This is an optimization exercise on Yosys and OpenROAD, whose aim is small area, a short achievable clock period and few clock cycles per item, not a production implementation.
Where RTL was checked, it was by simulation tests only, not by an equivalence proof against the original.
No functional check of the RTL was part of runs 3 and 4.
Power and IR drop assume default switching activity.

==> flow/design.v (outline; a module is shown in full before it is edited, if it fits) <==
// module instr_decoder: 36 lines
// module instr_queue: 46 lines
// module instruction_issue: 102 lines
// module execute_cluster: 184 lines
// module mul_csa: 713 lines
// module core_issue_top: 110 lines
module core_issue_top (
    input  logic                   clk,
    input  logic                   rst,
    input  logic                   instr_valid,
    input  logic [31:0]            instr_word,
    input  logic                   flush,
    output logic                   stall,
    output logic                   wb_valid,
    output logic [5-1:0] wb_rd,
    output logic [32-1:0]       wb_data
);
  // ...
==> flow/run.sh <==
#!/bin/bash
# synth_recipe.tcl (not shown) runs the flow's synth.tcl, then flattens the netlist and writes it again
# the make line also repeats each setting of config.mk as NAME=value (left out here)
make -C /OpenROAD-flow-scripts/flow DESIGN_CONFIG=/design/flow/config.mk WORK_HOME=/design/flow/orfs CLKGATE_MAP_FILE= SYNTH_SCRIPT=/design/flow/synth_recipe.tcl finish
==> flow/config.mk <==
export PLATFORM = sky130hd
export DESIGN_NAME = core_issue_top
export DESIGN_NICKNAME = core_issue_top
export VERILOG_FILES = /design/flow/design.v
export SDC_FILE = /design/flow/constraint.sdc
export NUM_CORES = 4
export LEC_CHECK = 0
export ABC_CLOCK_PERIOD_IN_PS = 3000
export CAP_MARGIN = 20
export CORE_MARGIN = 2
export CORE_UTILIZATION = 40
export CTS_CLUSTER_DIAMETER = 60
export CTS_CLUSTER_SIZE = 20
export SETUP_SLACK_MARGIN = 3.0
export SLEW_MARGIN = 20
==> flow/constraint.sdc <==
create_clock -name core_clock -period 7.0 [get_ports {clk}]
set_input_delay 1.4000 -clock core_clock [delete_from_list [all_inputs] [get_ports {clk}]]
set_output_delay 1.4000 -clock core_clock [all_outputs]
set_load 0.01 [all_outputs]
==> impl_metrics.csv, run 1 <==
group,metric,value,unit
logic_synthesis,synth_area_leaders,"edfxtp_1 43%, mux4_2 16%, dfxtp_1 6.0%, fa_1 4.6%, xnor2_1 3.7%",
logic_synthesis,avgSynthCellArea,13.43,µm²
power_and_ir_drop,ir_drop,0.0003208,V
power_and_ir_drop,pwr-share-seq,0.385,
grt,grt_max_degree,122,
status,status,"complete, no violations",
power_and_ir_drop,total_power,24.89,mW
power_and_ir_drop,clock_power_share,0.285,
setup_path,critPathTopFamily,"adder cells",
floorplanning,initial_core_util,0.4019,
detailed_routing,route.met2.wl,134900,µm
clock_tree,clk_pin_slew_worst_paths,0.08,ns
logic_synthesis,yosys.area_share.adder,0.08045,
power_and_ir_drop,power_switching,8.684,mW
setup_path,worst_setup_path_end_kind,"flop",
setup_path,worstPathMaxFanout,14,
detailed_routing,routed_wl,291600,µm
cells_and_area,layout_commonest_cell,"edfxtp_1",
grt,met2_usage,0.4170,
cells_and_area,area_growth,11.52,%
clock_tree,clock_latency,0.83,ns
floorplanning,fp.dieArea,0.2138,mm²
timing,finalHoldViolCount,0,
cells_and_area,n_antenna_cell,4,
cells_and_area,final_layout_size_suffix_gt1_frac,0.2231,
setup_path,worstRegToRegCells,14,
min_path,min_path_type,"reg -> reg",
setup_path,r2r-end,"u_execute.s2_r0[30]",
logic_synthesis,synth_xor_area_frac,0.04710,
cells_and_area,buf_share,0.03366,
floorplanning,die_w,462.4,µm
grt,grt_pass1_vias,56690,
timing,finalSetupTns,0,ns
cells_and_area,fin_area,0.09373,mm²
cells_and_area,ff_latch_area,0.04103,mm²
placement,hpwl,188600,µm
logic_synthesis,synth-edff-count,1196,
Testbench counts, summed over its fixed seeds: cycles 17,756, instrs 16,000.
==> module core_issue_top, before the edit <==
module core_issue_top (
    input  logic                   clk,
    input  logic                   rst,
    input  logic                   instr_valid,
    input  logic [31:0]            instr_word,
    input  logic                   flush,
    output logic                   stall,
    output logic                   wb_valid,
    output logic [5-1:0] wb_rd,
    output logic [32-1:0]       wb_data
);
    logic                   dec_ok;
    core_pkg::dec_t         dec;
    logic                   head_valid;
    core_pkg::dec_t         head;
    logic                   fire;
    logic                   ex_alu, ex_mul, ex_div;
    logic [5-1:0] ex_rd;
    logic [2:0]             ex_funct3;
    logic                   ex_sub;
    logic [32-1:0]       ex_a, ex_b;
    logic [32-1:0]       alu_res;
    logic                   s2_valid;
    logic [5-1:0] s2_rd;
    logic [32-1:0]       s2_res;
    logic                   div_busy;
    logic [5-1:0] div_rd;
    logic                   div_resv;
    logic                   div_wr;
    logic [32-1:0]       div_res;
    logic                   rf_we;
    logic [5-1:0] rf_waddr;
    logic [32-1:0]       rf_wdata;
    instr_decoder u_decoder (
        .instr_word (instr_word),
        .dec_ok     (dec_ok),
        .dec        (dec)
    );
    instr_queue u_queue (
        .clk        (clk),
        .rst        (rst),
        .flush      (flush),
        .push       (instr_valid && !flush && dec_ok),
        .wr_data    (dec),
        .pop        (fire),
        .pop_sure   (!ex_mul && !div_busy),
        .head_valid (head_valid),
        .head       (head),
        .stall      (stall)
    );
    instruction_issue u_issue (
        .clk        (clk),
        .rst        (rst),
        .head_valid (head_valid),
        .head       (head),
        .fire       (fire),
        .ex_alu     (ex_alu),
        .ex_mul     (ex_mul),
        .ex_div     (ex_div),
        .ex_rd      (ex_rd),
        .ex_funct3  (ex_funct3),
        .ex_sub     (ex_sub),
        .ex_a       (ex_a),
        .ex_b       (ex_b),
        .alu_res    (alu_res),
        .s2_valid   (s2_valid),
        .s2_rd      (s2_rd),
        .s2_res     (s2_res),
        .div_busy   (div_busy),
        .div_rd     (div_rd),
        .div_resv   (div_resv),
        .div_wr     (div_wr),
        .div_res    (div_res),
        .rf_we      (rf_we),
        .rf_waddr   (rf_waddr),
        .rf_wdata   (rf_wdata)
    );
    execute_cluster u_execute (
        .clk        (clk),
        .rst        (rst),
        .ex_alu     (ex_alu),
        .ex_mul     (ex_mul),
        .ex_div     (ex_div),
        .ex_rd      (ex_rd),
        .ex_funct3  (ex_funct3),
        .ex_sub     (ex_sub),
        .ex_a       (ex_a),
        .ex_b       (ex_b),
        .mul_a      (ex_a),
        .mul_b      (ex_b),
        .alu_res    (alu_res),
        .issue_div  (fire && head.div),
        .issue_rd   (head.rd),
        .issue_rem  (head.funct3[1]),
        .s2_valid   (s2_valid),
        .s2_rd      (s2_rd),
        .s2_res     (s2_res),
        .div_busy   (div_busy),
        .div_rd     (div_rd),
        .div_resv   (div_resv),
        .div_wr     (div_wr),
        .div_res    (div_res),
        .rf_we      (rf_we),
        .rf_waddr   (rf_waddr),
        .rf_wdata   (rf_wdata),
        .wb_valid   (wb_valid),
        .wb_rd      (wb_rd),
        .wb_data    (wb_data)
    );
endmodule
==> run 2: changes to the inputs <==
--- a/flow/design.v
+++ b/flow/design.v
@@ -1150,3 +1150,3 @@
         .pop        (fire),
-        .pop_sure   (!ex_mul && !div_busy),
+        .pop_sure   (!div_busy && !(ex_mul && (ex_rd == head.rs1 || ex_rd == head.imm[4:0]))),
         .head_valid (head_valid),
--- a/flow/config.mk
+++ b/flow/config.mk
@@ -11,4 +11,2 @@
 export CORE_UTILIZATION = 40
-export CTS_CLUSTER_DIAMETER = 60
-export CTS_CLUSTER_SIZE = 20
 export SETUP_SLACK_MARGIN = 3.0
==> run 2 against run 1 <==
  * Cell count increased by 2.2%
  * Global-route usage grew 0.63 points
  * Clock skew shrank 0.0094 ns
  * Count of clock-buffer cells in the layout is 75 higher
  * Critical path depth is 3 lower
==> impl_metrics.csv, run 2 <==
group,metric,value,unit
cells_and_area,largest_reg_flops,992,
detailed_routing,routed_via_density,6.262,
detailed_routing,wl_per_cell,32.00,µm
clock_tree,clk_pin_slew_worst_paths,0.06,ns
cells_and_area,regMostFlops,"u_issue.rf",
detailed_routing,routed_wl,298400,µm
power_and_ir_drop,swShare,0.3359,
timing,maxClockFrequency,249.4,MHz
placement,dp_cells,8939,
power_and_ir_drop,ir_drop,0.0003037,V
cells_and_area,reg_top3,"u_issue.rf (992), u_queue.q (90)",
detailed_routing,drt_iter0_markers,7938,
floorplanning,die_y,462.7,µm
logic_synthesis,yosys_warnings,3,
grt,grt_pass1_vias,57490,
clock_tree,hold_buffers,0,
logic_synthesis,synthCells,6346,
grt,grt_usage,0.2723,
grt,grt_pass1_wl,423600,µm
logic_synthesis,synth-edff-count,1196,
cells_and_area,nets,6837,
floorplanning,die_w,462.7,µm
grt,grt_max_degree,103,
clock_tree,clock_latency,0.84,ns
setup_path,path_class,"reg -> reg",
clock_tree,htree_num_levels,4,
logic_synthesis,mappedNetlistArea,0.08415,mm²
logic_synthesis,synth_area_leader_cell,"edfxtp_1",
power_and_ir_drop,p_leak,33.66,nW
power_and_ir_drop,total_power,26.90,mW
timing,finalHoldViolCount,0,
logic_synthesis,synthArstFlopShare,0,
timing,fin_skew,0.06904,ns
setup_path,worst_setup_path_start_kind,"flop",
floorplanning,rows,168,
timing,fin_crit,4.009,ns
logic_synthesis,synth_flop_cell,"edfxtp_1",
status,status,"complete, no violations",
logic_synthesis,ys_seq_elements,1448,
placement,gp_congestion,0.9918,
grt,antenna_found_initial,7,
timing,holdWs,0.3427,ns
cells_and_area,multi_input_area,0.04121,mm²
timing,drv_slew,0,
timing,rsz0062_at_grt,"yes",
grt,gr-total-overflow,0,
flow_run,maxCapViolations,0,
logic_synthesis,synth.top_cell.area_share,0.4268,
placement,io_buffer_count,74,
min_path,min_path_type,"reg -> reg",
cells_and_area,area_growth,13.87,%
logic_synthesis,ys_types,83,
logic_synthesis,synth.yosys.seq_area_share,0.4867,
timing,finalSetupTns,0,ns
clock_tree,clock-root-buffer,"clkbuf_16",
floorplanning,fp.dieArea,0.2141,mm²
power_and_ir_drop,power_density,280.7,mW/mm²
placement,placed_cell_area,0.08847,mm²
setup_path,critPathArrivalTime,4.66,ns
cells_and_area,ff_latch_area,0.04102,mm²
cells_and_area,fill_cells,18630,
cells_and_area,fin_area,0.09582,mm²
power_and_ir_drop,pwr-share-seq,0.354,
detailed_routing,detail-route-antenna-nets,0,
logic_synthesis,synth_area_leaders,"edfxtp_1 43%, mux4_2 16%, dfxtp_1 6.0%, fa_1 4.6%, xnor2_1 3.6%",
placement,dp_slack,2.126,ns
cells_and_area,final_cell_mix,"1196 x edfxtp_1, 585 x mux4_2, 379 x nand2_1",
power_and_ir_drop,internal_power,17.86,mW
logic_synthesis,yosysMostFrequentCell,"edfxtp_1",
logic_synthesis,synth_nets,6806,
clock_tree,cts_buffer_depth,3,
setup_path,worst_setup_path_end_kind,"flop",
setup_path,cp.required,7.65,ns
floorplanning,core_area,0.2094,mm²
timing,relSlewSlack,0.1687,
setup_path,worstPathMaxFanout,82,
cells_and_area,fin_util,0.4577,
power_and_ir_drop,combinationalPowerShare,0.322,
clock_tree,tritoncts,"done",
clock_tree,cts.sinks,1448,
timing,timing.final.ws_setup,2.991,ns
timing,period_share,0.5727,
clock_tree,cts_inserted_buffers,159,
detailed_routing,dr.pass1.iters,7,
logic_synthesis,avgSynthCellArea,13.26,µm²
floorplanning,initial_core_util,0.4019,
floorplanning,pin_count,75,
power_and_ir_drop,power_switching,9.036,mW
detailed_routing,via_count,58390,
placement,hpwl,191200,µm
timing,setup_viol,0,
detailed_routing,drc_errors,0,
timing,worst_pin_slew,1.234,ns
cells_and_area,final_cell_count_no_fill,9324,
logic_synthesis,yosys-top-cells-count,"1196 x edfxtp_1, 585 x mux4_2, 380 x nand2_1",
cells_and_area,layout_commonest_cell,"edfxtp_1",
power_and_ir_drop,clock_power_share,0.323,
cells_and_area,final_layout_size_suffix_gt1_frac,0.2280,
[run 2: power by group through the flow]
stage / clock network [mW] / registers (mW) / logic (mW)
finish: 8.70 / 9.53 / 8.67
global route: 9.13 / 9.54 / 9.39
CTS: 8.82 / 9.53 / 8.37
detailed placement: 0 / 9.72 / 8.09
global placement: 0 / 9.72 / 8.08
floorplan: 0 / 9.63 / 5.40
[run 2: final timing paths]
path	cells past startpoint	slack, ns	startpoint	endpoint
max	11	2.99	u_queue.q[11]	u_issue.ex_b[9]
min	0	0.34	u_queue.q[24]	u_issue.ex_funct3[0]
max reg2reg	11	2.99	u_queue.q[11]	u_issue.ex_b[9]
min reg2reg	0	0.34	u_queue.q[24]	u_issue.ex_funct3[0]
[run 2: repair_timing]
action	CTS	global route
setup buffers	27	42
pin swaps	13	37
cloned	6	6
gates resized for setup	145	128
setup endpoints to repair	145	132
[run 2: logic make-up after synthesis]
group / count (synthesis) / synth area share
compound gates: 1381 / 0.1057
xor+xnor: 456 / 0.04746
fa+ha+maj: 424 / 0.08035
buf+inv: 778 / 0.03707
flops: 1448 / 0.4867
mux: 842 / 0.1892
simple gates: 1017 / 0.05339
[run 2: cell type report]
class,count,share of cell area
Sequential cell,1448,0.4281
Clock inverter,94,0.01182
Antenna cell,9,0.0002350
Tap cell,2805,0.03663
Clock buffer,200,0.04446
Inverter,279,0.01160
Multi-Input combinational cell,4125,0.4301
Timing Repair Buffer,364,0.03706
[run 2: routing by layer]
metal | up-vias | global-route usage | routed length [µm] | share of wire
li1 | 24330 | - | - | -
met1 | 29940 | 0.3568 | 114800 | 0.38
met2 | 3337 | 0.4222 | 136100 | 0.46
met3 | 775 | 0.05637 | 27950 | 0.094
met4 | 2 | 0.1534 | 19520 | 0.065
met5 | - | 0 | 12 | 0.000040
[run 2: worst max-delay path, cell delays in order (launching register included)]
cell and delay (ns):
edfxtp_1 0.41, clkbuf_16 0.32, buf_12 0.50, mux2_2 0.41
a22o_1 0.19, mux4_2 0.44, mux2i_1 0.37, nor2_1 0.10
a21oi_1 0.21, a21oi_1 0.19, o21ai_0 0.39, a21oi_1 0.21
Testbench counts of run 2, summed over its fixed seeds: cycles 17,691, instrs 16,000.
==> module instr_queue, before the edit <==
module instr_queue #(
    parameter int DEPTH = 3
) (
    input  logic           clk,
    input  logic           rst,
    input  logic           flush,
    input  logic           push,
    input  core_pkg::dec_t wr_data,
    input  logic           pop,
    input  logic           pop_sure,
    output logic           head_valid,
    output core_pkg::dec_t head,
    output logic           stall
);
    localparam int W = core_pkg::DEC_W;
    logic [DEPTH-1:0][W-1:0] q;
    logic [DEPTH-1:0]        v;
    assign head       = q[0];
    assign head_valid = v[0];
    assign stall      = v[DEPTH-1] && !pop_sure;
    always_ff @(posedge clk) begin
        if (rst || flush) begin
            v <= '0;
        end else begin
            for (int i = 0; i < DEPTH; i++) begin
                if (pop)
                    v[i] <= (i + 1 < DEPTH ? v[(i + 1) % DEPTH] : 1'b0) || (push && v[i]) ||
                            (push && i == 0 && !v[0]);
                else
                    v[i] <= v[i] || (push && (i == 0 || v[(i + DEPTH - 1) % DEPTH]));
            end
        end
    end
    always_ff @(posedge clk) begin
        for (int i = 0; i < DEPTH; i++) begin
            if (pop) begin
                if (i + 1 < DEPTH && v[(i + 1) % DEPTH])
                    q[i] <= q[(i + 1) % DEPTH];
                else if (v[i] || i == 0)
                    q[i] <= wr_data;
            end else if (!v[i]) begin
                q[i] <= wr_data;
            end
        end
    end
endmodule
==> module instruction_issue, before the edit <==
module instruction_issue (
    input  logic                     clk,
    input  logic                     rst,
    input  logic                     head_valid,
    input  core_pkg::dec_t           head,
    output logic                     fire,
    output logic                     ex_alu,
    output logic                     ex_mul,
    output logic                     ex_div,
    output logic [5-1:0]   ex_rd,
    output logic [2:0]               ex_funct3,
    output logic                     ex_sub,
    output logic [32-1:0]         ex_a,
    output logic [32-1:0]         ex_b,
    input  logic [32-1:0]         alu_res,
    input  logic                     s2_valid,
    input  logic [5-1:0]   s2_rd,
    input  logic [32-1:0]         s2_res,
    input  logic                     div_busy,
    input  logic [5-1:0]   div_rd,
    input  logic                     div_resv,
    input  logic                     div_wr,
    input  logic [32-1:0]         div_res,
    input  logic                     rf_we,
    input  logic [5-1:0]   rf_waddr,
    input  logic [32-1:0]         rf_wdata
);
    logic [32-1:1][32-1:0] rf;
    logic [32-1:0][32-1:0] rf_rd;
    logic [5-1:0] rs1;
    logic [5-1:0] rs2;
    logic                   use_rs2;
    logic [32-1:0]       rs1_val;
    logic [32-1:0]       rs2_val;
    logic                   haz_mul;
    logic                   haz_div;
    logic                   blk_div;
    logic                   blk_slot;
    genvar gi;
    generate
        for (gi = 1; gi < 32; gi++) begin : g_rf
            always_ff @(posedge clk) begin
                if (rf_we && rf_waddr == gi)
                    rf[gi] <= rf_wdata;
            end
        end
    endgenerate
    assign rf_rd = {rf, {32{1'b0}}};
    assign rs1     = head.rs1;
    assign rs2     = head.imm[4:0];
    assign use_rs2 = !head.use_imm;
    always_comb begin
        if (ex_alu && ex_rd == rs1)
            rs1_val = alu_res;
        else if (s2_valid && s2_rd == rs1)
            rs1_val = s2_res;
        else if (div_wr && div_rd == rs1)
            rs1_val = div_res;
        else if (rf_we && rf_waddr == rs1)
            rs1_val = rf_wdata;
        else
            rs1_val = rf_rd[rs1];
    end
    always_comb begin
        if (ex_alu && ex_rd == rs2)
            rs2_val = alu_res;
        else if (s2_valid && s2_rd == rs2)
            rs2_val = s2_res;
        else if (div_wr && div_rd == rs2)
            rs2_val = div_res;
        else if (rf_we && rf_waddr == rs2)
            rs2_val = rf_wdata;
        else
            rs2_val = rf_rd[rs2];
    end
    assign haz_mul  = ex_mul && (ex_rd == rs1 || (use_rs2 && ex_rd == rs2));
    assign haz_div  = div_busy && !div_wr &&
                      (div_rd == rs1 || (use_rs2 && div_rd == rs2) || div_rd == head.rd);
    assign blk_div  = head.div && div_busy && !div_wr;
    assign blk_slot = !head.div && div_resv;
    assign fire = head_valid && !haz_mul && !haz_div && !blk_div && !blk_slot;
    always_ff @(posedge clk) begin
        if (rst) begin
            ex_alu <= 1'b0;
            ex_mul <= 1'b0;
            ex_div <= 1'b0;
        end else begin
            ex_alu <= fire && head.alu;
            ex_mul <= fire && head.mul;
            ex_div <= fire && head.div;
        end
    end
    logic [32-1:0] op_b;
    assign op_b = head.use_imm ? {{(32-12){head.imm[11]}}, head.imm} : rs2_val;
    always_ff @(posedge clk) begin
        ex_rd     <= head.rd;
        ex_funct3 <= head.funct3;
        ex_sub    <= head.sub;
        ex_a      <= rs1_val;
        ex_b      <= op_b;
    end
endmodule
==> module execute_cluster, before the edit <==
module execute_cluster (
    input  logic                   clk,
    input  logic                   rst,
    input  logic                   ex_alu,
    input  logic                   ex_mul,
    input  logic                   ex_div,
    input  logic [5-1:0] ex_rd,
    input  logic [2:0]             ex_funct3,
    input  logic                   ex_sub,
    input  logic [32-1:0]       ex_a,
    input  logic [32-1:0]       ex_b,
    input  logic [32-1:0]       mul_a,
    input  logic [32-1:0]       mul_b,
    output logic [32-1:0]       alu_res,
    input  logic                   issue_div,
    input  logic [5-1:0] issue_rd,
    input  logic                   issue_rem,
    output logic                   s2_valid,
    output logic [5-1:0] s2_rd,
    output logic [32-1:0]       s2_res,
    output logic                   div_busy,
    output logic [5-1:0] div_rd,
    output logic                   div_resv,
    output logic                   div_wr,
    output logic [32-1:0]       div_res,
    output logic                   rf_we,
    output logic [5-1:0] rf_waddr,
    output logic [32-1:0]       rf_wdata,
    output logic                   wb_valid,
    output logic [5-1:0] wb_rd,
    output logic [32-1:0]       wb_data
);
    logic [32-1:0] alu_b;
    logic [32-1:0] alu_sum;
    assign alu_b   = ex_sub ? ~ex_b : ex_b;
    assign alu_sum = ex_a + alu_b + {{(32-1){1'b0}}, ex_sub};
    always_comb begin
        case (ex_funct3)
            3'b100:  alu_res = ex_a ^ ex_b;
            3'b110:  alu_res = ex_a | ex_b;
            3'b111:  alu_res = ex_a & ex_b;
            default: alu_res = alu_sum;
        endcase
    end
    logic [32-1:0] mul_r0;
    logic [32-1:0] mul_r1;
    logic [32-1:0] mul_r2;
    logic [32-1:0] mul_r3;
    mul_csa u_mul (
        .a  (mul_a),
        .b  (mul_b),
        .r0 (mul_r0),
        .r1 (mul_r1),
        .r2 (mul_r2),
        .r3 (mul_r3)
    );
    logic [32-1:0] s2_r0;
    logic [32-1:0] s2_r1;
    logic [32-1:0] s2_r2;
    logic [32-1:0] s2_r3;
    logic [32-1:0] s2_t0;
    logic [32-1:0] s2_t1;
    logic [32-1:0] s2_u0;
    logic [32-1:0] s2_u1;
    always_ff @(posedge clk) begin
        if (rst)
            s2_valid <= 1'b0;
        else
            s2_valid <= ex_alu || ex_mul;
    end
    always_ff @(posedge clk) begin
        s2_rd <= ex_rd;
        s2_r0 <= ex_mul ? mul_r0 : alu_res;
        s2_r1 <= ex_mul ? mul_r1 : '0;
        s2_r2 <= ex_mul ? mul_r2 : '0;
        s2_r3 <= ex_mul ? mul_r3 : '0;
    end
    assign s2_t0  = s2_r0 ^ s2_r1 ^ s2_r2;
    assign s2_t1  = {(s2_r0[32-2:0] & s2_r1[32-2:0]) | (s2_r0[32-2:0] & s2_r2[32-2:0]) |
                     (s2_r1[32-2:0] & s2_r2[32-2:0]), 1'b0};
    assign s2_u0  = s2_t0 ^ s2_t1 ^ s2_r3;
    assign s2_u1  = {(s2_t0[32-2:0] & s2_t1[32-2:0]) | (s2_t0[32-2:0] & s2_r3[32-2:0]) |
                     (s2_t1[32-2:0] & s2_r3[32-2:0]), 1'b0};
    assign s2_res = s2_u0 + s2_u1;
    function automatic [5:0] clz32(input [31:0] x);
        integer i;
        begin
            clz32 = 6'd32;
            for (i = 0; i < 32; i = i + 1)
                if (x[i])
                    clz32 = 31 - i;
        end
    endfunction
    logic [5:0]       za;
    logic [5:0]       zb;
    logic             b_zero;
    logic             b_le;
    logic             div_run;
    logic             div_align;
    logic             div_short;
    logic             div_done;
    logic             div_op_rem;
    logic [5:0]       div_za;
    logic [5:0]       div_zb;
    logic [5:0]       div_k;
    logic [5:0]       div_cnt;
    logic [32-1:0] div_rem;
    logic [32-1:0] div_quot;
    logic [32-1:0] div_d;
    logic [32:0]   div_diff;
    assign za     = clz32(ex_a);
    assign zb     = clz32(ex_b);
    assign b_zero = (ex_b == '0);
    assign b_le   = !b_zero && (zb >= za);
    assign div_k  = div_zb - div_za;
    assign div_diff = {1'b0, div_rem} - {1'b0, div_d};
    assign div_done = div_busy && !ex_div && !div_align && !div_run;
    assign div_wr   = div_done && !s2_valid;
    assign div_res  = div_op_rem ? div_rem : div_quot;
    assign div_resv = (div_run && div_cnt == 6'd2) ||
                      (div_run && div_cnt == 6'd1 && div_short && (ex_alu || ex_mul));
    always_ff @(posedge clk) begin
        if (rst) begin
            div_busy  <= 1'b0;
            div_align <= 1'b0;
            div_run   <= 1'b0;
        end else begin
            if (issue_div)
                div_busy <= 1'b1;
            else if (div_wr)
                div_busy <= 1'b0;
            div_align <= ex_div && b_le && za != zb;
            if (div_align || (ex_div && b_le && za == zb))
                div_run <= 1'b1;
            else if (div_run && div_cnt == 6'd1)
                div_run <= 1'b0;
        end
    end
    always_ff @(posedge clk) begin
        if (issue_div) begin
            div_rd     <= issue_rd;
            div_op_rem <= issue_rem;
        end
    end
    always_ff @(posedge clk) begin
        div_short <= ex_div;
        if (ex_div) begin
            div_za   <= za;
            div_zb   <= zb;
            div_cnt  <= 6'd1;
            div_rem  <= ex_a;
            div_quot <= b_zero ? '1 : '0;
            div_d    <= ex_b;
        end else if (div_align) begin
            div_cnt  <= div_k + 6'd1;
            div_d    <= div_d << div_k[4:0];
        end else if (div_run) begin
            div_cnt  <= div_cnt - 6'd1;
            div_quot <= {div_quot[32-2:0], !div_diff[32]};
            div_d    <= div_d >> 1;
            if (!div_diff[32])
                div_rem <= div_diff[32-1:0];
        end
    end
    logic                   res_we;
    logic [5-1:0] res_rd;
    logic [32-1:0]       res_data;
    assign res_we   = s2_valid || div_wr;
    assign res_rd   = s2_valid ? s2_rd : div_rd;
    assign res_data = s2_valid ? s2_res : div_res;
    always_ff @(posedge clk) begin
        if (rst)
            wb_valid <= 1'b0;
        else
            wb_valid <= res_we;
    end
    always_ff @(posedge clk) begin
        wb_rd   <= res_rd;
        wb_data <= res_data;
    end
    assign rf_we    = wb_valid;
    assign rf_waddr = wb_rd;
    assign rf_wdata = wb_data;
endmodule
==> run 3: changes to the inputs <==
--- a/flow/design.v
+++ b/flow/design.v
@@ -63,5 +63,8 @@
     input  logic           pop,
-    input  logic           pop_sure,
     output logic           head_valid,
     output core_pkg::dec_t head,
+    output logic [3:0]     head_rs1_lo,
+    output logic [7:0]     head_rs1_hi,
+    output logic [3:0]     head_rs2_lo,
+    output logic [7:0]     head_rs2_hi,
     output logic           stall
@@ -73,3 +76,3 @@
     assign head_valid = v[0];
-    assign stall      = v[DEPTH-1] && !pop_sure;
+    assign stall      = v[DEPTH-1];
     always_ff @(posedge clk) begin
@@ -87,2 +90,16 @@
     end
+    core_pkg::dec_t     nxt;
+    logic               ld0;
+    logic [4:0]         nrs2;
+    assign nxt  = (pop && v[1]) ? core_pkg::dec_t'(q[1]) : wr_data;
+    assign ld0  = pop || !v[0];
+    assign nrs2 = nxt.imm[4:0];
+    always_ff @(posedge clk) begin
+        if (ld0) begin
+            head_rs1_lo <= 4'b0001 << nxt.rs1[1:0];
+            head_rs1_hi <= 8'b00000001 << nxt.rs1[4:2];
+            head_rs2_lo <= 4'b0001 << nrs2[1:0];
+            head_rs2_hi <= 8'b00000001 << nrs2[4:2];
+        end
+    end
     always_ff @(posedge clk) begin
@@ -107,2 +124,6 @@
     input  core_pkg::dec_t           head,
+    input  logic [3:0]               head_rs1_lo,
+    input  logic [7:0]               head_rs1_hi,
+    input  logic [3:0]               head_rs2_lo,
+    input  logic [7:0]               head_rs2_hi,
     output logic                     fire,
@@ -116,2 +137,4 @@
     output logic [32-1:0]         ex_b,
+    output logic [32-1:0]         mul_a,
+    output logic [32-1:0]         mul_b,
     input  logic [32-1:0]         alu_res,
@@ -130,3 +153,2 @@
     logic [32-1:1][32-1:0] rf;
-    logic [32-1:0][32-1:0] rf_rd;
     logic [5-1:0] rs1;
@@ -149,3 +171,18 @@
     endgenerate
-    assign rf_rd = {rf, {32{1'b0}}};
+    logic [32-1:0] rs1_oh;
+    logic [32-1:0] rs2_oh;
+    logic [32-1:0]     rf_rs1;
+    logic [32-1:0]     rf_rs2;
+    always_comb begin
+        rf_rs1 = '0;
+        rf_rs2 = '0;
+        for (int r = 1; r < 32; r++) begin
+            rs1_oh[r] = head_rs1_lo[r % 4] && head_rs1_hi[r / 4];
+            rs2_oh[r] = head_rs2_lo[r % 4] && head_rs2_hi[r / 4];
+            rf_rs1 = rf_rs1 | ({32{rs1_oh[r]}} & rf[r]);
+            rf_rs2 = rf_rs2 | ({32{rs2_oh[r]}} & rf[r]);
+        end
+        rs1_oh[0] = 1'b0;
+        rs2_oh[0] = 1'b0;
+    end
     assign rs1     = head.rs1;
@@ -163,3 +200,3 @@
         else
-            rs1_val = rf_rd[rs1];
+            rs1_val = rf_rs1;
     end
@@ -175,3 +212,3 @@
         else
-            rs2_val = rf_rd[rs2];
+            rs2_val = rf_rs2;
     end
@@ -202,2 +239,4 @@
         ex_b      <= op_b;
+        mul_a     <= head.mul ? rs1_val : '0;
+        mul_b     <= head.mul ? rs2_val : '0;
     end
@@ -305,3 +344,2 @@
     logic             div_align;
-    logic             div_short;
     logic             div_done;
@@ -325,4 +363,3 @@
     assign div_res  = div_op_rem ? div_rem : div_quot;
-    assign div_resv = (div_run && div_cnt == 6'd2) ||
-                      (div_run && div_cnt == 6'd1 && div_short && (ex_alu || ex_mul));
+    assign div_resv = (div_align && div_za == div_zb) || (div_run && div_cnt == 6'd2);
     always_ff @(posedge clk) begin
@@ -337,4 +374,4 @@
                 div_busy <= 1'b0;
-            div_align <= ex_div && b_le && za != zb;
-            if (div_align || (ex_div && b_le && za == zb))
+            div_align <= ex_div && b_le;
+            if (div_align)
                 div_run <= 1'b1;
@@ -351,3 +388,2 @@
     always_ff @(posedge clk) begin
-        div_short <= ex_div;
         if (ex_div) begin
@@ -355,3 +391,2 @@
             div_zb   <= zb;
-            div_cnt  <= 6'd1;
             div_rem  <= ex_a;
@@ -1120,2 +1155,4 @@
     core_pkg::dec_t         head;
+    logic [3:0]             head_rs1_lo, head_rs2_lo;
+    logic [7:0]             head_rs1_hi, head_rs2_hi;
     logic                   fire;
@@ -1126,2 +1163,3 @@
     logic [32-1:0]       ex_a, ex_b;
+    logic [32-1:0]       mul_a, mul_b;
     logic [32-1:0]       alu_res;
@@ -1150,5 +1188,8 @@
         .pop        (fire),
-        .pop_sure   (!div_busy && !(ex_mul && (ex_rd == head.rs1 || ex_rd == head.imm[4:0]))),
         .head_valid (head_valid),
         .head       (head),
+        .head_rs1_lo (head_rs1_lo),
+        .head_rs1_hi (head_rs1_hi),
+        .head_rs2_lo (head_rs2_lo),
+        .head_rs2_hi (head_rs2_hi),
         .stall      (stall)
@@ -1160,2 +1201,6 @@
         .head       (head),
+        .head_rs1_lo (head_rs1_lo),
+        .head_rs1_hi (head_rs1_hi),
+        .head_rs2_lo (head_rs2_lo),
+        .head_rs2_hi (head_rs2_hi),
         .fire       (fire),
@@ -1169,2 +1214,4 @@
         .ex_b       (ex_b),
+        .mul_a      (mul_a),
+        .mul_b      (mul_b),
         .alu_res    (alu_res),
@@ -1193,4 +1240,4 @@
         .ex_b       (ex_b),
-        .mul_a      (ex_a),
-        .mul_b      (ex_b),
+        .mul_a      (mul_a),
+        .mul_b      (mul_b),
         .alu_res    (alu_res),
==> run 3 against run 2 <==
  * Wire length increased by 31%
  * Still clean
  * Clock power increased by 3.3%
  * Critical endpoint is now u_issue.ex_b[7]
  * Non-clock buffer count increased by 56
==> impl_metrics.csv, run 3 <==
group,metric,value,unit
logic_synthesis,synth.top_cell.area_share,0.4383,
placement,dp_slack,2.083,ns
clock_tree,tritoncts,"done",
logic_synthesis,synth_area_leader_cell,"edfxtp_1",
timing,rsz0062_at_grt,"yes",
cells_and_area,regMostFlops,"u_issue.rf",
detailed_routing,via_count,73200,
timing,period_share,0.6101,
setup_path,worstReg2RegStart,"u_queue.head_rs2_lo[1]",
logic_synthesis,synth.yosys.seq_area_share,0.5119,
setup_path,worst_setup_path_start_kind,"flop",
detailed_routing,detail-route-antenna-nets,0,
clock_tree,clock-root-buffer,"clkbuf_16",
timing,finalHoldViolCount,0,
logic_synthesis,synth_area_leaders,"edfxtp_1 44%, dfxtp_1 7.4%, a22oi_1 6.0%, fa_1 4.6%, ha_1 3.4%",
logic_synthesis,mappedNetlistArea,0.08400,mm²
timing,setup_viol,0,
logic_synthesis,ys_types,108,
grt,grt_max_degree,102,
logic_synthesis,yosys_warnings,3,
timing,worst_pin_slew,1.284,ns
min_path,min_from,"u_queue.q[24]",
timing,maxClockFrequency,234.2,MHz
clock_tree,htree_num_levels,4,
placement,placed_cell_area,0.08833,mm²
logic_synthesis,ys_seq_elements,1535,
timing,fin_skew,0.05805,ns
clock_tree,cts_buffer_depth,3,
logic_synthesis,avgSynthCellArea,11.35,µm²
cells_and_area,reg_top3,"u_issue.rf (992), u_queue.q (90)",
status,status,"complete, no violations",
logic_synthesis,yosysMostFrequentCell,"edfxtp_1",
placement,gp_congestion,0.9926,
timing,drv_slew,0,
timing,finalSetupTns,0,ns
cells_and_area,largest_reg_flops,992,
cells_and_area,final_layout_size_suffix_gt1_frac,0.1307,
logic_synthesis,synth_nets,7860,
clock_tree,clock_latency,0.87,ns
power_and_ir_drop,power_density,234.0,mW/mm²
power_and_ir_drop,p_leak,34.18,nW
clock_tree,cts.sinks,1535,
power_and_ir_drop,ir_drop,0.0003045,V
placement,hpwl,244800,µm
grt,grt_usage,0.3547,
logic_synthesis,yosys-top-cells-count,"1226 x edfxtp_1, 676 x a22oi_1, 519 x nand2_1",
setup_path,critPathArrivalTime,5.02,ns
detailed_routing,drc_errors,0,
grt,grt_pass1_vias,68070,
logic_synthesis,synth-edff-count,1226,
setup_path,worst_setup_path_end_kind,"flop",
cells_and_area,layout_commonest_cell,"edfxtp_1",
grt,gr-total-overflow,0,
floorplanning,rows,168,
grt,antenna_found_initial,31,
timing,relSlewSlack,0.1379,
floorplanning,die_w,462.3,µm
timing,timing.final.ws_setup,2.729,ns
clock_tree,cts_inserted_buffers,166,
setup_path,cp.required,7.75,ns
setup_path,worstPathMaxFanout,28,
detailed_routing,routed_wl,391600,µm
floorplanning,core_area,0.2092,mm²
setup_path,path_class,"reg -> reg",
floorplanning,die_y,462.3,µm
detailed_routing,drt_iter0_markers,17220,
floorplanning,initial_core_util,0.4016,
timing,fin_crit,4.271,ns
detailed_routing,routed_via_density,7.060,
grt,grt_pass1_wl,533900,µm
min_path,min_path_type,"reg -> reg",
timing,holdWs,0.3447,ns
floorplanning,fp.dieArea,0.2137,mm²
logic_synthesis,synthCells,7400,
clock_tree,clk_pin_slew_worst_paths,0.06,ns
cells_and_area,fin_area,0.09598,mm²
cells_and_area,nets,7851,
floorplanning,pin_count,75,
cells_and_area,final_cell_mix,"1226 x edfxtp_1, 662 x a22oi_1, 518 x nand2_1",
cells_and_area,area_growth,14.26,%
flow_run,maxCapViolations,0,
logic_synthesis,synthArstFlopShare,0,
detailed_routing,dr.pass1.iters,13,
setup_path,crit_path_start,"u_queue.head_rs2_lo[1]",
placement,io_buffer_count,74,
logic_synthesis,synth_flop_cell,"edfxtp_1",
detailed_routing,wl_per_cell,37.77,µm
-- run 3: worst paths after layout --
path	to	slack, ns	cells past startpoint
setup reg to reg	u_issue.ex_b[7]	2.73	10
hold reg to reg	u_issue.ex_funct3[0]	0.34	0
setup / recovery	u_issue.ex_b[7]	2.73	10
hold / removal	u_issue.ex_funct3[0]	0.34	0
-- run 3: per-layer routing --
metal | up-vias | wire [µm] | part of all wire | track usage
met5 | - | 186 | 0.00047 | 0.001131
met2 | 7209 | 154800 | 0.40 | 0.4830
met4 | 18 | 33410 | 0.085 | 0.2359
met3 | 1910 | 63620 | 0.16 | 0.1420
met1 | 35610 | 139600 | 0.36 | 0.4608
li1 | 28450 | - | - | -
-- run 3: kinds of logic after synthesis --
family | count (synthesis) | share of synthesized area
mux | 166 | 0.02225
xor+xnor | 442 | 0.04608
compound gates | 2384 | 0.2084
fa+ha+maj | 424 | 0.08049
buf+inv | 920 | 0.04454
simple gates | 1529 | 0.08630
flops | 1535 | 0.5119
-- run 3: repair_timing --
item,in CTS,in global routing
cloned,6,4
hold buffers,0,0
setup endpoints to repair,198,219
setup buffers,15,58
endpoints found under the hold margin,0,0
pin swaps,12,31
gates resized for setup,166,127
-- run 3: layout make-up --
class,count,area [µm²]
Fill cell,18960,113200
Sequential cell,1535,43060
Multi-Input combinational cell,4951,38830
Clock buffer,213,4447
Timing Repair Buffer,420,3807
Tap cell,2805,3510
Inverter,317,1245
Clock inverter,93,1001
Antenna cell,34,85.08
-- run 3: critical path, cell delays in order (launching register included) --
cell and delay, ns:
edfxtp_1 0.32, buf_4 0.51, clkinv_2 0.72, buf_4 0.47, o21ai_0 0.22, nor4_1 0.10
a311oi_1 0.97, a211oi_1 0.11, a21oi_1 0.25, a21oi_1 0.23, a21oi_1 0.23
-- run 3: where the power goes --
group / internal [mW] / total, mW / switching [mW]
combinational: 1.11 / 3.29 / 2.18
sequential: 9.89 / 10.2 / 0.297
clock: 4.99 / 8.99 / 4.00
total: 16.0 / 22.5 / 6.48
-- run 3: through the flow --
step           total power [mW]  std cells    util
3_5_place_dp              13.20       9945  0.4223
3_3_place_gp              13.18       9942  0.4220
4_1_cts                   22.12      10270  0.4535
5_1_grt                   22.87      10340  0.4585
2_1_floorplan             11.85       7400       -
6_report                  22.46      10370  0.4589
==> run 4: changes to the inputs <==
--- a/flow/design.v
+++ b/flow/design.v
@@ -65,6 +65,2 @@
     output core_pkg::dec_t head,
-    output logic [3:0]     head_rs1_lo,
-    output logic [7:0]     head_rs1_hi,
-    output logic [3:0]     head_rs2_lo,
-    output logic [7:0]     head_rs2_hi,
     output logic           stall
@@ -90,16 +86,2 @@
     end
-    core_pkg::dec_t     nxt;
-    logic               ld0;
-    logic [4:0]         nrs2;
-    assign nxt  = (pop && v[1]) ? core_pkg::dec_t'(q[1]) : wr_data;
-    assign ld0  = pop || !v[0];
-    assign nrs2 = nxt.imm[4:0];
-    always_ff @(posedge clk) begin
-        if (ld0) begin
-            head_rs1_lo <= 4'b0001 << nxt.rs1[1:0];
-            head_rs1_hi <= 8'b00000001 << nxt.rs1[4:2];
-            head_rs2_lo <= 4'b0001 << nrs2[1:0];
-            head_rs2_hi <= 8'b00000001 << nrs2[4:2];
-        end
-    end
     always_ff @(posedge clk) begin
@@ -124,6 +106,2 @@
     input  core_pkg::dec_t           head,
-    input  logic [3:0]               head_rs1_lo,
-    input  logic [7:0]               head_rs1_hi,
-    input  logic [3:0]               head_rs2_lo,
-    input  logic [7:0]               head_rs2_hi,
     output logic                     fire,
@@ -153,2 +131,3 @@
     logic [32-1:1][32-1:0] rf;
+    logic [32-1:0][32-1:0] rf_rd;
     logic [5-1:0] rs1;
@@ -171,18 +150,3 @@
     endgenerate
-    logic [32-1:0] rs1_oh;
-    logic [32-1:0] rs2_oh;
-    logic [32-1:0]     rf_rs1;
-    logic [32-1:0]     rf_rs2;
-    always_comb begin
-        rf_rs1 = '0;
-        rf_rs2 = '0;
-        for (int r = 1; r < 32; r++) begin
-            rs1_oh[r] = head_rs1_lo[r % 4] && head_rs1_hi[r / 4];
-            rs2_oh[r] = head_rs2_lo[r % 4] && head_rs2_hi[r / 4];
-            rf_rs1 = rf_rs1 | ({32{rs1_oh[r]}} & rf[r]);
-            rf_rs2 = rf_rs2 | ({32{rs2_oh[r]}} & rf[r]);
-        end
-        rs1_oh[0] = 1'b0;
-        rs2_oh[0] = 1'b0;
-    end
+    assign rf_rd = {rf, {32{1'b0}}};
     assign rs1     = head.rs1;
@@ -190,26 +154,16 @@
     assign use_rs2 = !head.use_imm;
-    always_comb begin
-        if (ex_alu && ex_rd == rs1)
-            rs1_val = alu_res;
-        else if (s2_valid && s2_rd == rs1)
-            rs1_val = s2_res;
-        else if (div_wr && div_rd == rs1)
-            rs1_val = div_res;
-        else if (rf_we && rf_waddr == rs1)
-            rs1_val = rf_wdata;
-        else
-            rs1_val = rf_rs1;
-    end
-    always_comb begin
-        if (ex_alu && ex_rd == rs2)
-            rs2_val = alu_res;
-        else if (s2_valid && s2_rd == rs2)
-            rs2_val = s2_res;
-        else if (div_wr && div_rd == rs2)
-            rs2_val = div_res;
-        else if (rf_we && rf_waddr == rs2)
-            rs2_val = rf_wdata;
-        else
-            rs2_val = rf_rs2;
-    end
+    logic f1_alu, f1_s2, f1_div, f1_rf;
+    logic f2_alu, f2_s2, f2_div, f2_rf;
+    assign f1_alu = ex_alu && ex_rd == rs1;
+    assign f1_s2  = !f1_alu && s2_valid && s2_rd == rs1;
+    assign f1_div = !f1_alu && !f1_s2 && div_wr && div_rd == rs1;
+    assign f1_rf  = !f1_alu && !f1_s2 && !f1_div;
+    assign f2_alu = ex_alu && ex_rd == rs2;
+    assign f2_s2  = !f2_alu && s2_valid && s2_rd == rs2;
+    assign f2_div = !f2_alu && !f2_s2 && div_wr && div_rd == rs2;
+    assign f2_rf  = !f2_alu && !f2_s2 && !f2_div;
+    assign rs1_val = ({32{f1_alu}} & alu_res) | ({32{f1_s2}} & s2_res) |
+                     ({32{f1_div}} & div_res) | ({32{f1_rf}} & rf_rd[rs1]);
+    assign rs2_val = ({32{f2_alu}} & alu_res) | ({32{f2_s2}} & s2_res) |
+                     ({32{f2_div}} & div_res) | ({32{f2_rf}} & rf_rd[rs2]);
     assign haz_mul  = ex_mul && (ex_rd == rs1 || (use_rs2 && ex_rd == rs2));
@@ -231,4 +185,16 @@
     end
+    logic             m_on;
+    logic             b_reg;
     logic [32-1:0] op_b;
-    assign op_b = head.use_imm ? {{(32-12){head.imm[11]}}, head.imm} : rs2_val;
+    logic [32-1:0] op_ma;
+    logic [32-1:0] op_mb;
+    assign m_on  = head.mul;
+    assign b_reg = !head.use_imm;
+    assign op_b  = ({32{head.use_imm}} & {{(32-12){head.imm[11]}}, head.imm}) |
+                   ({32{b_reg && f2_alu}} & alu_res) | ({32{b_reg && f2_s2}} & s2_res) |
+                   ({32{b_reg && f2_div}} & div_res) | ({32{b_reg && f2_rf}} & rf_rd[rs2]);
+    assign op_ma = ({32{m_on && f1_alu}} & alu_res) | ({32{m_on && f1_s2}} & s2_res) |
+                   ({32{m_on && f1_div}} & div_res) | ({32{m_on && f1_rf}} & rf_rd[rs1]);
+    assign op_mb = ({32{m_on && f2_alu}} & alu_res) | ({32{m_on && f2_s2}} & s2_res) |
+                   ({32{m_on && f2_div}} & div_res) | ({32{m_on && f2_rf}} & rf_rd[rs2]);
     always_ff @(posedge clk) begin
@@ -239,4 +205,4 @@
         ex_b      <= op_b;
-        mul_a     <= head.mul ? rs1_val : '0;
-        mul_b     <= head.mul ? rs2_val : '0;
+        mul_a     <= op_ma;
+        mul_b     <= op_mb;
     end
@@ -405,8 +371,5 @@
     end
-    logic                   res_we;
-    logic [5-1:0] res_rd;
-    logic [32-1:0]       res_data;
-    assign res_we   = s2_valid || div_wr;
-    assign res_rd   = s2_valid ? s2_rd : div_rd;
-    assign res_data = s2_valid ? s2_res : div_res;
+    assign rf_we    = s2_valid || div_wr;
+    assign rf_waddr = s2_valid ? s2_rd : div_rd;
+    assign rf_wdata = s2_valid ? s2_res : div_res;
     always_ff @(posedge clk) begin
@@ -415,11 +378,8 @@
         else
-            wb_valid <= res_we;
+            wb_valid <= rf_we;
     end
     always_ff @(posedge clk) begin
-        wb_rd   <= res_rd;
-        wb_data <= res_data;
+        wb_rd   <= rf_waddr;
+        wb_data <= rf_wdata;
     end
-    assign rf_we    = wb_valid;
-    assign rf_waddr = wb_rd;
-    assign rf_wdata = wb_data;
 endmodule
@@ -1155,4 +1115,2 @@
     core_pkg::dec_t         head;
-    logic [3:0]             head_rs1_lo, head_rs2_lo;
-    logic [7:0]             head_rs1_hi, head_rs2_hi;
     logic                   fire;
@@ -1190,6 +1148,2 @@
         .head       (head),
-        .head_rs1_lo (head_rs1_lo),
-        .head_rs1_hi (head_rs1_hi),
-        .head_rs2_lo (head_rs2_lo),
-        .head_rs2_hi (head_rs2_hi),
         .stall      (stall)
@@ -1201,6 +1155,2 @@
         .head       (head),
-        .head_rs1_lo (head_rs1_lo),
-        .head_rs1_hi (head_rs1_hi),
-        .head_rs2_lo (head_rs2_lo),
-        .head_rs2_hi (head_rs2_hi),
         .fire       (fire),
==> run 4 against run 3 <==
  * Synthesized cell count shrank 13%
  * Clock skew is 0.036 ns higher
  * Core utilization up 0.84 points
  * Critical endpoint is now u_issue.rf[926]
  * Hold slack got worse by 0.024 ns
  * Wire length shrank 20%
  * Combinational power rose by 5%
  * Die area increased by 1.9%
  * Non-clock buffer count up 10
  * Critical path depth rose by 4
  * Clock power increased by 1%
  * First-iteration DRC count down 49%
  * Worst setup slack lost 0.0044 ns
  * Highest routed layer unchanged
==> impl_metrics.csv, run 4 <==
group,metric,value,unit
status,status,"complete, no violations",
grt,grt_pass1_wl,437900,µm
clock_tree,clock_latency,0.87,ns
setup_path,worstReg2RegStart,"u_execute.s2_r2[12]",
cells_and_area,multi_input_area,0.04206,mm²
timing,worst_pin_slew,1.270,ns
clock_tree,hold_buffers,0,
clock_tree,cts_inserted_buffers,166,
setup_path,worstRegToRegCells,14,
cells_and_area,final_layout_size_suffix_gt1_frac,0.2375,
setup_path,r2r-end,"u_issue.rf[926]",
timing,rsz0062_at_grt,"yes",
logic_synthesis,synth_xor_area_frac,0.04560,
timing,fin_crit,4.275,ns
clock_tree,cts_buffer_depth,3,
logic_synthesis,avgSynthCellArea,13.34,µm²
grt,grt_pass1_vias,58900,
cells_and_area,ff_latch_area,0.04233,mm²
cells_and_area,fin_util,0.4673,
flow_run,maxCapViolations,0,
setup_path,slowest_delay,0.57,ns
power_and_ir_drop,p_leak,35.12,nW
floorplanning,rows,169,
floorplanning,initial_core_util,0.4030,
power_and_ir_drop,power_density,226.8,mW/mm²
clock_tree,clock-root-buffer,"clkbuf_16",
setup_path,critPathArrivalTime,4.89,ns
logic_synthesis,yosysMostFrequentCell,"edfxtp_1",
logic_synthesis,synth_nets,6881,
timing,finalHoldViolCount,0,
setup_path,critPathTopFamily,"adder cells",
detailed_routing,drt_iter0_markers,8781,
timing,holdWs,0.3208,ns
setup_path,worstPathMaxFanout,8,
min_path,min_from,"u_queue.q[26]",
placement,gp_congestion,1.044,
floorplanning,die_y,466.7,µm
cells_and_area,layout_commonest_cell,"edfxtp_1",
min_path,min_path_type,"reg -> reg",
logic_synthesis,synthCells,6421,
placement,io_buffer_count,74,
logic_synthesis,mappedNetlistArea,0.08564,mm²
placement,hpwl,203900,µm
logic_synthesis,ys_types,83,
timing,maxClockFrequency,233.9,MHz
logic_synthesis,ys_seq_elements,1511,
detailed_routing,dr.pass1.iters,7,
cells_and_area,area_growth,15.95,%
power_and_ir_drop,ir_drop,0.0002672,V
setup_path,crit_chain,"fa_1 > fa_1 > ha_4 > and3_4 > buf_4 > nand2_1 > o211a_4 > o31a_1 > o31ai_4 > a21oi_4 > xnor2_4 > mux2_4 > buf_6 > buf_12",
grt,antenna_found_initial,15,
setup_path,cp.required,7.61,ns
clock_tree,clk_pin_slew_worst_paths,0.06,ns
logic_synthesis,yosys.area_share.simple,0.05372,
cells_and_area,final_cell_count_no_fill,9537,
logic_synthesis,yosys_warnings,3,
detailed_routing,detail-route-antenna-nets,0,
logic_synthesis,synth.area.mux_share,0.1836,
setup_path,cp_slowest_cell,"fa_1",
floorplanning,core_area,0.2125,mm²
timing,setup_viol,0,
setup_path,rrSetupSlack,2.72,ns
detailed_routing,via_count,60970,
setup_path,critPathMostFrequentCell,"fa_1",
cells_and_area,nets,7022,
floorplanning,fp.dieArea,0.2178,mm²
grt,gr-total-overflow,0,
min_path,hold_depth,0,
min_path,hold-path-endpoint,"u_issue.ex_funct3[2]",
setup_path,worst_setup_path_start_kind,"flop",
floorplanning,die_w,466.7,µm
detailed_routing,routed_wl,314800,µm
setup_path,worst_setup_path_end_kind,"flop",
setup_path,crit_buf_inv,3,
clock_tree,tritoncts,"done",
logic_synthesis,synth_area_leaders,"edfxtp_1 42%, mux4_2 15%, dfxtp_1 7.2%, fa_1 4.5%, ha_1 3.4%",
cells_and_area,largest_reg_flops,992,
cells_and_area,fill_cells,18500,
clock_tree,cts.sinks,1511,
detailed_routing,routed_via_density,6.393,
logic_synthesis,synth.yosys.seq_area_share,0.4937,
logic_synthesis,synthArstFlopShare,0,
cells_and_area,reg_top3,"u_issue.rf (992), u_queue.q (90)",
logic_synthesis,yosys.area_share.adder,0.07895,
cells_and_area,final_cell_mix,"1202 x edfxtp_1, 586 x mux4_2, 401 x nand2_1",
logic_synthesis,synth_top_family_by_area,"multiplexers",
logic_synthesis,synth-edff-count,1202,
logic_synthesis,yosys-top-cells-count,"1202 x edfxtp_1, 586 x mux4_2, 404 x nand2_1",
grt,grt_max_degree,103,
timing,drv_slew,0,
timing,finalSetupTns,0,ns
floorplanning,pin_count,75,
clock_tree,htree_num_levels,4,
timing,relSlewSlack,0.1293,
logic_synthesis,synth_area_leader_cell,"edfxtp_1",
logic_synthesis,synth_flop_cell,"edfxtp_1",
detailed_routing,drc_errors,0,
grt,grt_usage,0.2809,
setup_path,path_class,"reg -> reg",
timing,period_share,0.6107,
timing,fin_skew,0.09392,ns
placement,dp_cells,9028,
detailed_routing,wl_per_cell,33.01,µm
logic_synthesis,synth.top_cell.area_share,0.4215,
cells_and_area,regMostFlops,"u_issue.rf",
logic_synthesis,synth_compound_area_frac,0.1070,
-- run 4: cell types whose count changed after synthesis, sizes merged, moves of 49 or more --
cell | previous run | this run
a211oi | 86 | 37
a221oi | 90 | 38
a222oi | 164 | 7
a22o | 184 | 72
a22oi | 677 | 247
a32oi | 83 | 2
and2 | 196 | 130
buf | 270 | 184
mux2 | 60 | 110
mux4 | 10 | 586
nand2 | 520 | 404
nand4 | 70 | 14
nor2 | 395 | 240
o21ai | 300 | 365
-- run 4: final cells by class --
class	instances	area share
well taps	2821	0.03554
clock buffers	219	0.04561
inverters	333	0.01305
repair buffers	430	0.04425
multi-input cells	4120	0.4236
clock inverters	94	0.01143
flip-flops and latches	1511	0.4263
diodes	9	0.0002268
-- run 4: through the flow --
stage / setup WS, ns / instance area [µm²] / power (mW)
6_report: 2.725 / 99300 / 22.52
5_1_grt: 2.674 / 99280 / 23.08
4_1_cts: 2.752 / 97700 / 22.31
3_5_place_dp: 1.954 / 90090 / 12.98
3_3_place_gp: 1.989 / 90020 / 12.98
2_1_floorplan: 3.002 / 85800 / 11.76
-- run 4: power breakdown --
part	switching [mW]	internal (mW)	leakage, nW
clock network	3.90	5.21	2.74
logic	2.10	1.36	18.8
registers	0.243	9.72	13.6
-- run 4: how the worst max path moves through the flow --
| stage | from | end | cells past startpoint |
|---|---|---|---|
| after floorplan | u_issue.mul_b[9] | u_execute.s2_r0[28] | 14 |
| after global placement | u_issue.mul_b[11] | u_execute.s2_r0[30] | 11 |
| after detailed placement | u_execute.s2_r2[4] | u_issue.rf[479] | 14 |
| after CTS | u_execute.s2_r2[4] | u_issue.rf[926] | 16 |
| after global routing | u_execute.s2_r2[4] | u_issue.rf[926] | 16 |
| final | u_execute.s2_r2[12] | u_issue.rf[926] | 14 |
-- run 4: logic make-up (layout without fill, tap and decap cells) --
kind of cell | Yosys count | in the layout
flops | 1511 | 1511
other cells | 0 | 9
mux | 825 | 841
buf+inv | 809 | 1076
fa+ha+maj | 424 | 424
xor+xnor | 445 | 445
compound gates | 1400 | 1402
simple gates | 1007 | 1008
-- run 4: repair_timing --
item,4_1_cts,5_1_grt
setup buffers,92,60
gates cloned,13,18
pin swaps,67,58
gates resized for setup,180,157
setup endpoints to repair,1314,774
-- run 4: metal layers --
layer  share of wire  GRT usage  wire length [µm]  vias to the layer above
met2            0.45     0.4282            141500                     3818
met3            0.11    0.06854             35150                      793
met4           0.060     0.1438             18990                       14
met5         0.00032          0               100                        -
met1            0.38     0.3731            119100                    31420
li1                -          -                 -                    24930
-- run 4: worst register-to-register path: stages, from the launching register on --
cell and delay [ns]:
dfxtp_1 0.32, fa_1 0.57, fa_1 0.47, ha_4 0.34, and3_4 0.20, buf_4 0.11
nand2_1 0.09, o211a_4 0.29, o31a_1 0.36, o31ai_4 0.37, a21oi_4 0.12, xnor2_4 0.21
mux2_4 0.34, buf_6 0.13, buf_12 0.12

what the ideal ports hide:
No port has a modelled driver above. Below, the same layouts with a new extraction and two added sets of constraints. Step 1 sets driving cells, clkbuf_16 on the clock port and buf_2 on the other inputs (assumed; they add their load-dependent delay and slew). Step 2 moves the port delays by t, midway between the first and last clock arrival at a register: inputs arrive t later, outputs are due t later. That takes back most of the time a late clock gives input paths. Three values: no drivers, after step 1, after step 2; two values: the first two.
run | shift t [ns] | slack for setup (ns) | worst setup path after step 2
run 1 | 0.878 | 3.001 / 3.001 / 2.758 | input to register
run 2 | 0.893 | 2.991 / 2.991 / 2.991 | register to register
run 3 | 0.942 | 2.729 / 2.729 / 2.729 | register to register
run 4 | 0.920 | 2.725 / 2.725 / 2.725 | register to register
After both steps setup and hold are still met in every run listed. The setup slack of run 1, which loses most, moves by 0.000 ns with the drivers and by -0.243 ns with both steps.
